This is an optimization exercise on Yosys and OpenROAD, whose aim is a short achievable clock period and few clock cycles per item, not a production implementation. At most, simulation tests tie the RTL to the original design; equivalence was not proved. Power is estimated from default activity; no workload was simulated.

==> module resp_queue, before the edit <==
module resp_queue #(
	parameter int FIFO_DEPTH = 17,
	parameter int PKT_DEPTH = 9
) (
	input wire logic to,
	input wire logic rst_n,
	input wire logic dev_rx_ctl,
	input wire logic [switch_pkg::BYTE_W-1:0] dev_rx_data,
	input wire logic rd,
	input wire logic start,
	output logic [switch_pkg::BYTE_W:0] head,
	output logic head_last,
	output logic pkt_avail,
	output logic pkt_is_read
);
	logic in_pkt;
	logic rx_ctl_n;
	logic [switch_pkg::BYTE_W-1:0] rx_data;
	logic [switch_pkg::BYTE_W:0] rx_flit;
	logic rx_cmd;
	logic rx_nop;
	logic rx_read;
	logic acc;
	logic push;
	logic [PKT_DEPTH-1:0] pv;
	logic [PKT_DEPTH-1:0] pc;
	logic [PKT_DEPTH-1:0] sv;
	logic [PKT_DEPTH-1:0] sc;
	logic [PKT_DEPTH-1:0] wj;
	logic [PKT_DEPTH-1:0] v0;
	logic [PKT_DEPTH-1:0] c0;
	logic [PKT_DEPTH-1:0] v1;
	logic [PKT_DEPTH-1:0] c1;
	always_ff @(posedge to or negedge rst_n) begin
		if (!rst_n) begin
			rx_ctl_n <= 1'b0;
			rx_data <= switch_pkg::NOP_DATA;
			rx_cmd <= 1'b0;
			rx_nop <= 1'b1;
			rx_read <= 1'b0;
		end else begin
			rx_ctl_n <= !dev_rx_ctl;
			rx_data <= dev_rx_data;
			rx_cmd <= switch_pkg::is_cmd({dev_rx_ctl, dev_rx_data});
			rx_nop <= switch_pkg::is_nop({dev_rx_ctl, dev_rx_data});
			rx_read <= (dev_rx_data[2:0] == switch_pkg::op_read_resp);
		end
	end
	assign rx_flit = {!rx_ctl_n, rx_data};
	assign acc = in_pkt || rx_cmd;
	assign push = !in_pkt && rx_cmd;
	always_ff @(posedge to or negedge rst_n) begin
		if (!rst_n) begin
			in_pkt <= 1'b0;
		end else if (in_pkt) begin
			if (rx_nop) in_pkt <= 1'b0;
		end else if (rx_cmd) begin
			in_pkt <= 1'b1;
		end
	end
	flit_fifo #(
		.DEPTH (FIFO_DEPTH)
	) i_flit_fifo (
		.to         (to),
		.rst_n      (rst_n),
		.wdata      (rx_flit),
		.wlast      (rx_nop),
		.adv        (acc),
		.rd         (rd),
		.head       (head),
		.head_last  (head_last)
	);
	always_comb begin
		for (int j = 0; j < PKT_DEPTH; j++) begin
			v0[j] = pv[j] || (push && !pv[j] && ((j == 0) ? 1'b1 : pv[(j+PKT_DEPTH-1)%PKT_DEPTH]));
			c0[j] = (push && !pv[j] && ((j == 0) ? 1'b1 : pv[(j+PKT_DEPTH-1)%PKT_DEPTH])) ? rx_read : pc[j];
			sv[j] = (j == PKT_DEPTH-1) ? 1'b0 : pv[(j+1)%PKT_DEPTH];
			sc[j] = (j == PKT_DEPTH-1) ? 1'b0 : pc[(j+1)%PKT_DEPTH];
		end
		for (int j = 0; j < PKT_DEPTH; j++) begin
			wj[j] = push && !sv[j] && ((j == 0) ? 1'b1 : sv[(j+PKT_DEPTH-1)%PKT_DEPTH]);
			v1[j] = sv[j] || wj[j];
			c1[j] = wj[j] ? rx_read : sc[j];
		end
	end
	always_ff @(posedge to or negedge rst_n) begin
		if (!rst_n) begin
			pv <= '0;
			pc <= '0;
		end else begin
			pv <= start ? v1 : v0;
			pc <= start ? c1 : c0;
		end
	end
	assign pkt_avail = pv[0];
	assign pkt_is_read = pc[0];
endmodule
==> module dest_router, before the edit <==
module dest_router (
	input wire logic to,
	input wire logic rst_n,
	input wire logic noc_to_dev_ctl,
	input wire logic [switch_pkg::BYTE_W-1:0] noc_to_dev_data,
	output logic [switch_pkg::NUM_PORTS-1:0] dev_tx_ctl,
	output logic [switch_pkg::NUM_PORTS-1:0][switch_pkg::BYTE_W-1:0] dev_tx_data
);
	logic st_cmd;
	logic st_dest;
	logic st_fwd;
	switch_pkg::port_sel_t sel;
	switch_pkg::port_sel_t sel_nxt;
	switch_pkg::port_sel_t dest_dec;
	logic [switch_pkg::BYTE_W:0] in_flit;
	logic [switch_pkg::BYTE_W:0] dly1;
	logic in_cmd;
	logic in_nop;
	logic take_dest;
	logic clear;
	switch_pkg::port_sel_t tx_ctl_n;
	assign in_flit = {noc_to_dev_ctl, noc_to_dev_data};
	assign in_cmd = switch_pkg::is_cmd(in_flit);
	assign in_nop = switch_pkg::is_nop(in_flit);
	always_comb begin
		for (int k = 0; k < switch_pkg::NUM_PORTS; k++) begin
			dest_dec[k] = (noc_to_dev_data == switch_pkg::DEV_ID_BASE + switch_pkg::BYTE_W'(k));
		end
	end
	assign take_dest = st_dest && !noc_to_dev_ctl;
	assign clear = !st_dest && in_cmd;
	assign sel_nxt = take_dest ? dest_dec : (clear ? '0 : sel);
	always_ff @(posedge to or negedge rst_n) begin
		if (!rst_n) begin
			st_cmd <= 1'b1;
			st_dest <= 1'b0;
			st_fwd <= 1'b0;
			sel <= '0;
		end else begin
			st_cmd <= (st_cmd && !in_cmd) || ((st_dest || st_fwd) && in_nop);
			st_dest <= (st_dest && noc_to_dev_ctl && !in_nop) || clear;
			st_fwd <= take_dest || (st_fwd && !noc_to_dev_ctl);
			sel <= sel_nxt;
		end
	end
	always_ff @(posedge to) begin
		dly1 <= in_flit;
	end
	always_ff @(posedge to or negedge rst_n) begin
		if (!rst_n) begin
			tx_ctl_n <= '0;
			dev_tx_data <= '0;
		end else begin
			for (int k = 0; k < switch_pkg::NUM_PORTS; k++) begin
				if (take_dest) begin
					tx_ctl_n[k] <= dest_dec[k] && !dly1[switch_pkg::BYTE_W];
					dev_tx_data[k] <= dest_dec[k] ? dly1[switch_pkg::BYTE_W-1:0] : switch_pkg::NOP_DATA;
				end else if (clear) begin
					tx_ctl_n[k] <= 1'b0;
					dev_tx_data[k] <= switch_pkg::NOP_DATA;
				end else begin
					tx_ctl_n[k] <= sel[k] && !dly1[switch_pkg::BYTE_W];
					dev_tx_data[k] <= sel[k] ? dly1[switch_pkg::BYTE_W-1:0] : switch_pkg::NOP_DATA;
				end
			end
		end
	end
	assign dev_tx_ctl = ~tx_ctl_n;
endmodule
clock: 4.5 ns
lec_check: 0
abc_clock_period_in_ps: 2000
cap_margin: 20
core_margin: 2
core_utilization: 40
setup_slack_margin: 2.4
slew_margin: 20
tns_end_percent: 100
run.sh (not shown) runs the stock make flow with config.mk's settings and CLKGATE_MAP_FILE= SYNTH_SCRIPT=/design/flow/synth_recipe.tcl, a recipe that flattens the netlist after the stock synthesis.
Rerun with:
--- a/flow/design.v
+++ b/flow/design.v
@@ -115,16 +115,12 @@
 	logic push;
 	logic [PKT_DEPTH-1:0] pv;
 	logic [PKT_DEPTH-1:0] pc;
 	logic [PKT_DEPTH-1:0] sv;
 	logic [PKT_DEPTH-1:0] sc;
 	logic [PKT_DEPTH-1:0] wj;
-	logic [PKT_DEPTH-1:0] v0;
-	logic [PKT_DEPTH-1:0] c0;
-	logic [PKT_DEPTH-1:0] v1;
-	logic [PKT_DEPTH-1:0] c1;
 	always_ff @(posedge to or negedge rst_n) begin
 		if (!rst_n) begin
 			rx_ctl_n <= 1'b0;
 			rx_data <= switch_pkg::NOP_DATA;
 			rx_cmd <= 1'b0;
 			rx_nop <= 1'b1;
@@ -160,30 +156,28 @@
 		.rd         (rd),
 		.head       (head),
 		.head_last  (head_last)
 	);
 	always_comb begin
 		for (int j = 0; j < PKT_DEPTH; j++) begin
-			v0[j] = pv[j] || (push && !pv[j] && ((j == 0) ? 1'b1 : pv[(j+PKT_DEPTH-1)%PKT_DEPTH]));
-			c0[j] = (push && !pv[j] && ((j == 0) ? 1'b1 : pv[(j+PKT_DEPTH-1)%PKT_DEPTH])) ? rx_read : pc[j];
-			sv[j] = (j == PKT_DEPTH-1) ? 1'b0 : pv[(j+1)%PKT_DEPTH];
-			sc[j] = (j == PKT_DEPTH-1) ? 1'b0 : pc[(j+1)%PKT_DEPTH];
+			sv[j] = start ? ((j == PKT_DEPTH-1) ? 1'b0 : pv[(j+1)%PKT_DEPTH]) : pv[j];
+			sc[j] = start ? ((j == PKT_DEPTH-1) ? 1'b0 : pc[(j+1)%PKT_DEPTH]) : pc[j];
 		end
 		for (int j = 0; j < PKT_DEPTH; j++) begin
 			wj[j] = push && !sv[j] && ((j == 0) ? 1'b1 : sv[(j+PKT_DEPTH-1)%PKT_DEPTH]);
-			v1[j] = sv[j] || wj[j];
-			c1[j] = wj[j] ? rx_read : sc[j];
 		end
 	end
 	always_ff @(posedge to or negedge rst_n) begin
 		if (!rst_n) begin
 			pv <= '0;
 			pc <= '0;
 		end else begin
-			pv <= start ? v1 : v0;
-			pc <= start ? c1 : c0;
+			pv <= sv | wj;
+			for (int j = 0; j < PKT_DEPTH; j++) begin
+				pc[j] <= wj[j] ? rx_read : sc[j];
+			end
 		end
 	end
 	assign pkt_avail = pv[0];
 	assign pkt_is_read = pc[0];
 endmodule
 `default_nettype wire
@@ -337,22 +331,14 @@
 	always_ff @(posedge to or negedge rst_n) begin
 		if (!rst_n) begin
 			tx_ctl_n <= '0;
 			dev_tx_data <= '0;
 		end else begin
 			for (int k = 0; k < switch_pkg::NUM_PORTS; k++) begin
-				if (take_dest) begin
-					tx_ctl_n[k] <= dest_dec[k] && !dly1[switch_pkg::BYTE_W];
-					dev_tx_data[k] <= dest_dec[k] ? dly1[switch_pkg::BYTE_W-1:0] : switch_pkg::NOP_DATA;
-				end else if (clear) begin
-					tx_ctl_n[k] <= 1'b0;
-					dev_tx_data[k] <= switch_pkg::NOP_DATA;
-				end else begin
-					tx_ctl_n[k] <= sel[k] && !dly1[switch_pkg::BYTE_W];
-					dev_tx_data[k] <= sel[k] ? dly1[switch_pkg::BYTE_W-1:0] : switch_pkg::NOP_DATA;
-				end
+				tx_ctl_n[k] <= sel_nxt[k] && !dly1[switch_pkg::BYTE_W];
+				dev_tx_data[k] <= sel_nxt[k] ? dly1[switch_pkg::BYTE_W-1:0] : switch_pkg::NOP_DATA;
 			end
 		end
 	end
 	assign dev_tx_ctl = ~tx_ctl_n;
 endmodule
 `default_nettype wire
Worst setup slack improves by 0.070 ns.
Wire length came out higher slightly.
Clock skew is higher by 0.020 ns.
Fmax rises by a few percent.
Total power shrinks by a little under a tenth.
Critical path depth is lower by 5.
Hold slack improved by 0.066 ns.
Cell area went up slightly.
Synthesized cell count grows by a few percent.
Flip-flop and latch count stays the same.
Testbench counts after the change, summed over its fixed seeds: cycles 7,595, items 1,536.
The RTL of the first run of this note was laid out without a check of its function.

========
== the previous run ==
switch_top, a different RTL version from the one above (not shown whole).
For scale: about 3500 cells after synthesis, ~960 flip-flops, ~92 I/O pins, roughly 0.040 sq mm of cells after synthesis.
==> flow/config.mk <==
export PLATFORM = sky130hd
export DESIGN_NAME = switch_top
export DESIGN_NICKNAME = switch_top
export VERILOG_FILES = /design/flow/design.v
export SDC_FILE = /design/flow/constraint.sdc
export NUM_CORES = 4
export LEC_CHECK = 0
export ABC_CLOCK_PERIOD_IN_PS = 2000
export CAP_MARGIN = 20
export CORE_MARGIN = 2
export CORE_UTILIZATION = 40
export SETUP_SLACK_MARGIN = 2.4
export SLEW_MARGIN = 20
export TNS_END_PERCENT = 100
==> flow/constraint.sdc <==
create_clock -name core_clock -period 4.5 [get_ports {to}]
set_input_delay 0.9000 -clock core_clock [delete_from_list [all_inputs] [get_ports {to}]]
set_output_delay 0.9000 -clock core_clock [all_outputs]
set_load 0.01 [all_outputs]
standard.sh (not shown) runs the stock make flow with config.mk's settings and CLKGATE_MAP_FILE= SYNTH_SCRIPT=/design/flow/synth_recipe.tcl, a recipe that flattens the netlist after the stock synthesis.
==> flow/flow/run.sh <==
#!/bin/bash
# standard layout with plain buffers on the ports (buffer_ports would pick delay cells,
# which the later repairs leave alone)
set -euo pipefail
here=$(pwd)
res=$here/orfs/results/$FLOW_PLATFORM/switch_top/base
export BUFFER_PORTS_ARGS="-buffer_cell sky130_fd_sc_hd__buf_4"
bash standard.sh place > std_place.log 2>&1
RES=$res openroad -no_init -exit flow/fix_ports.tcl > fix_ports.log 2>&1
bash standard.sh finish > std_finish.log 2>&1
==> flow/flow/fix_ports.tcl <==
# any port buffer still a delay cell gets a plain buffer of the same function
read_db $::env(RES)/3_place.odb
set db [ord::get_db]
set block [ord::get_db_block]
set buf [$db findMaster sky130_fd_sc_hd__buf_4]
set n 0
foreach inst [$block getInsts] {
  set m [[$inst getMaster] getName]
  if {[string match "sky130_fd_sc_hd__clkdlybuf4s*" $m] && ([string match "input*" [$inst getName]] || [string match "output*" [$inst getName]])} {
    $inst swapMaster $buf
    incr n
  }
}
puts "swapped $n port buffers"
detailed_placement
check_placement -verbose
write_db $::env(RES)/3_place.odb
Testbench counts of the previous run, summed over its fixed seeds: cycles 7,595, items 1,536.
Setup changes, the previous run to the current run
--- a/flow/design.v
+++ b/flow/design.v
@@ -23,76 +23,76 @@
 	typedef enum logic {sc_pick, sc_drain} sched_state_e;
 	function automatic logic is_cmd(input logic [BYTE_W:0] f);
 		is_cmd = f[BYTE_W] && (f[BYTE_W-1:0] != NOP_DATA);
 	endfunction
 	function automatic logic is_nop(input logic [BYTE_W:0] f);
 		is_nop = f[BYTE_W] && (f[BYTE_W-1:0] == NOP_DATA);
 	endfunction
 endpackage
 `default_nettype wire
 `timescale 1ns/1ns
 `default_nettype none
 module flit_fifo #(
-	parameter int DEPTH = 17
+	parameter int DEPTH = 16
 ) (
 	input wire logic to,
 	input wire logic rst_n,
 	input wire logic [switch_pkg::BYTE_W:0] wdata,
 	input wire logic wlast,
 	input wire logic adv,
 	input wire logic rd,
 	input wire logic shift_n,
 	output logic [switch_pkg::BYTE_W:0] head,
 	output logic head_last_pop,
 	output logic head_last_hold
 );
 	logic [DEPTH-1:0][switch_pkg::BYTE_W:0] mem;
 	logic [DEPTH-1:0] last;
 	logic [DEPTH:0] occ;
 	logic [DEPTH:0] occ_q;
 	assign occ = occ_q ^ (DEPTH+1)'(1);
 	assign head = mem[0];
 	assign head_last_pop = occ[1] ? wlast : last[1];
 	assign head_last_hold = occ[0] ? wlast : last[0];
 	always_ff @(posedge to) begin
 		for (int i = 0; i < DEPTH; i++) begin
 			if (!shift_n) begin
-				if (i == DEPTH-1 || occ[(i+1)%(DEPTH+1)]) begin
+				if (i == DEPTH-1 || (adv && occ[(i+1)%(DEPTH+1)])) begin
 					mem[i] <= wdata;
 					last[i] <= wlast;
 				end else begin
 					mem[i] <= mem[(i+1)%DEPTH];
 					last[i] <= last[(i+1)%DEPTH];
 				end
-			end else if (occ[i]) begin
+			end else if (adv && occ[i]) begin
 				mem[i] <= wdata;
 				last[i] <= wlast;
 			end
 		end
 	end
 	always_ff @(posedge to or negedge rst_n) begin
 		if (!rst_n) begin
 			occ_q <= '0;
 		end else begin
 			if (adv && !rd) occ_q <= {occ[DEPTH-1:0], 1'b0} ^ (DEPTH+1)'(1);
 			else if (!adv && rd) occ_q <= {1'b0, occ[DEPTH:1]} ^ (DEPTH+1)'(1);
 		end
 	end
 endmodule
 `default_nettype wire
 `timescale 1ns/1ns
 `default_nettype none
 module resp_queue #(
-	parameter int FIFO_DEPTH = 17,
-	parameter int PKT_DEPTH = 9
+	parameter int FIFO_DEPTH = 16,
+	parameter int PKT_DEPTH = 8
 ) (
 	input wire logic to,
 	input wire logic rst_n,
 	input wire logic dev_rx_ctl,
 	input wire logic [switch_pkg::BYTE_W-1:0] dev_rx_data,
 	input wire logic rd,
 	input wire logic start,
 	output logic [switch_pkg::BYTE_W:0] head,
 	input wire logic shift_n,
 	output logic head_last_pop,
 	output logic head_last_hold,
 	output logic pkt_avail,
@@ -363,25 +363,25 @@
 					tx_ctl_n[k] <= sel[k] && !dly1[switch_pkg::BYTE_W];
 					dev_tx_data[k] <= sel[k] ? dly1[switch_pkg::BYTE_W-1:0] : switch_pkg::NOP_DATA;
 				end
 			end
 		end
 	end
 	assign dev_tx_ctl = ~tx_ctl_n;
 endmodule
 `default_nettype wire
 `timescale 1ns/1ns
 `default_nettype none
 module switch_top #(
-	parameter int FIFO_DEPTH = 17
+	parameter int FIFO_DEPTH = 16
 ) (
 	input wire logic to,
 	input wire logic rst_n,
 	input wire logic noc_to_dev_ctl,
 	input wire logic [switch_pkg::BYTE_W-1:0] noc_to_dev_data,
 	output logic [switch_pkg::NUM_PORTS-1:0] dev_tx_ctl,
 	output logic [switch_pkg::NUM_PORTS-1:0][switch_pkg::BYTE_W-1:0] dev_tx_data,
 	input wire logic [switch_pkg::NUM_PORTS-1:0] dev_rx_ctl,
 	input wire logic [switch_pkg::NUM_PORTS-1:0][switch_pkg::BYTE_W-1:0] dev_rx_data,
 	output logic noc_from_dev_ctl,
 	output logic [switch_pkg::BYTE_W-1:0] noc_from_dev_data
 );
--- outcome ---
Of the two values seen for critical-path cell with the highest stage delay, sky130_fd_sc_hd__nand2_1 was produced by the current run and sky130_fd_sc_hd__dfrtp_1 by the previous run.
The previous run leaves more setup margin than the current run.
Going from the previous run to the current run, number of combinational gates with multiple inputs dropped 5.1%, required time at the worst-slack endpoint saw an increase.
Going from the previous run to the current run, the cell-internal power was found to have gone down by about 6.4%.
The clock skew of the current run was inferior to that of the previous run.
No stage failed in the current run, and the final checks on the layout all came back clean.
Compared with the previous run, the current run shows switching portion of total power lower by 0.91 points.
g_queue[0].i_resp_queue.in_pkt as the startpoint of the most critical setup path was reported by the current run, and i_dest_router.tx_ctl_n[3] by the previous run.
Higher total power among the previous run and the current run: the previous run
Measured against each other, the previous run and the current run differ in via count, the higher figure coming from the previous run.
Between the previous run and the current run, share of power burned in combinational logic is higher for the current run, the previous run comes in under that.
The current run vs. the previous run: net count after synthesis dropped 252, sequential share of layout area higher, number of non-filler instances in the completed layout moved down.
The RTL of the current run was laid out without a check of its function.

re-timing with driven ports:
In the flow no input, the clock included, has a driving cell. The finished layouts below were timed again as built, in two steps.
Step 1 (the two cells are an assumption about what drives the block):
set clk [get_ports {to}]
set_driving_cell -lib_cell sky130_fd_sc_hd__clkbuf_16 $clk
set_driving_cell -lib_cell sky130_fd_sc_hd__buf_2 [delete_from_list [all_inputs] $clk]
Step 2 times the ports against the registers' clock, not the clock port: input delays grow and output delays shrink by t, the midpoint of the rising clock arrivals with the driver on.
Three values: ideal, step 1, step 2; two values: the first two.
| run | t, ns | slack for setup (ns) | hold WS [ns] | pins driven straight from the clock port |
|---|---|---|---|---|
| the first run of note 1 | 0.732 | 2.319 / 2.285 / 1.768 | 0.182 / 0.174 / 0.482 | 1 |
| the second run of note 1 | 0.734 | 2.389 / 2.325 / 1.744 | 0.248 / 0.233 / 0.473 | 1 |
| the previous run | 0.711 | 2.424 / 2.360 / 1.957 | 0.180 / 0.173 / 0.452 | 1 |
| the current run | 0.708 | 2.365 / 2.339 / 1.940 | 0.160 / 0.144 / 0.474 | 1 |
After both steps every run listed still meets setup and hold. The setup slack of the second run of note 1, which loses most, moves by -0.064 ns with the drivers and by -0.645 ns with both steps.
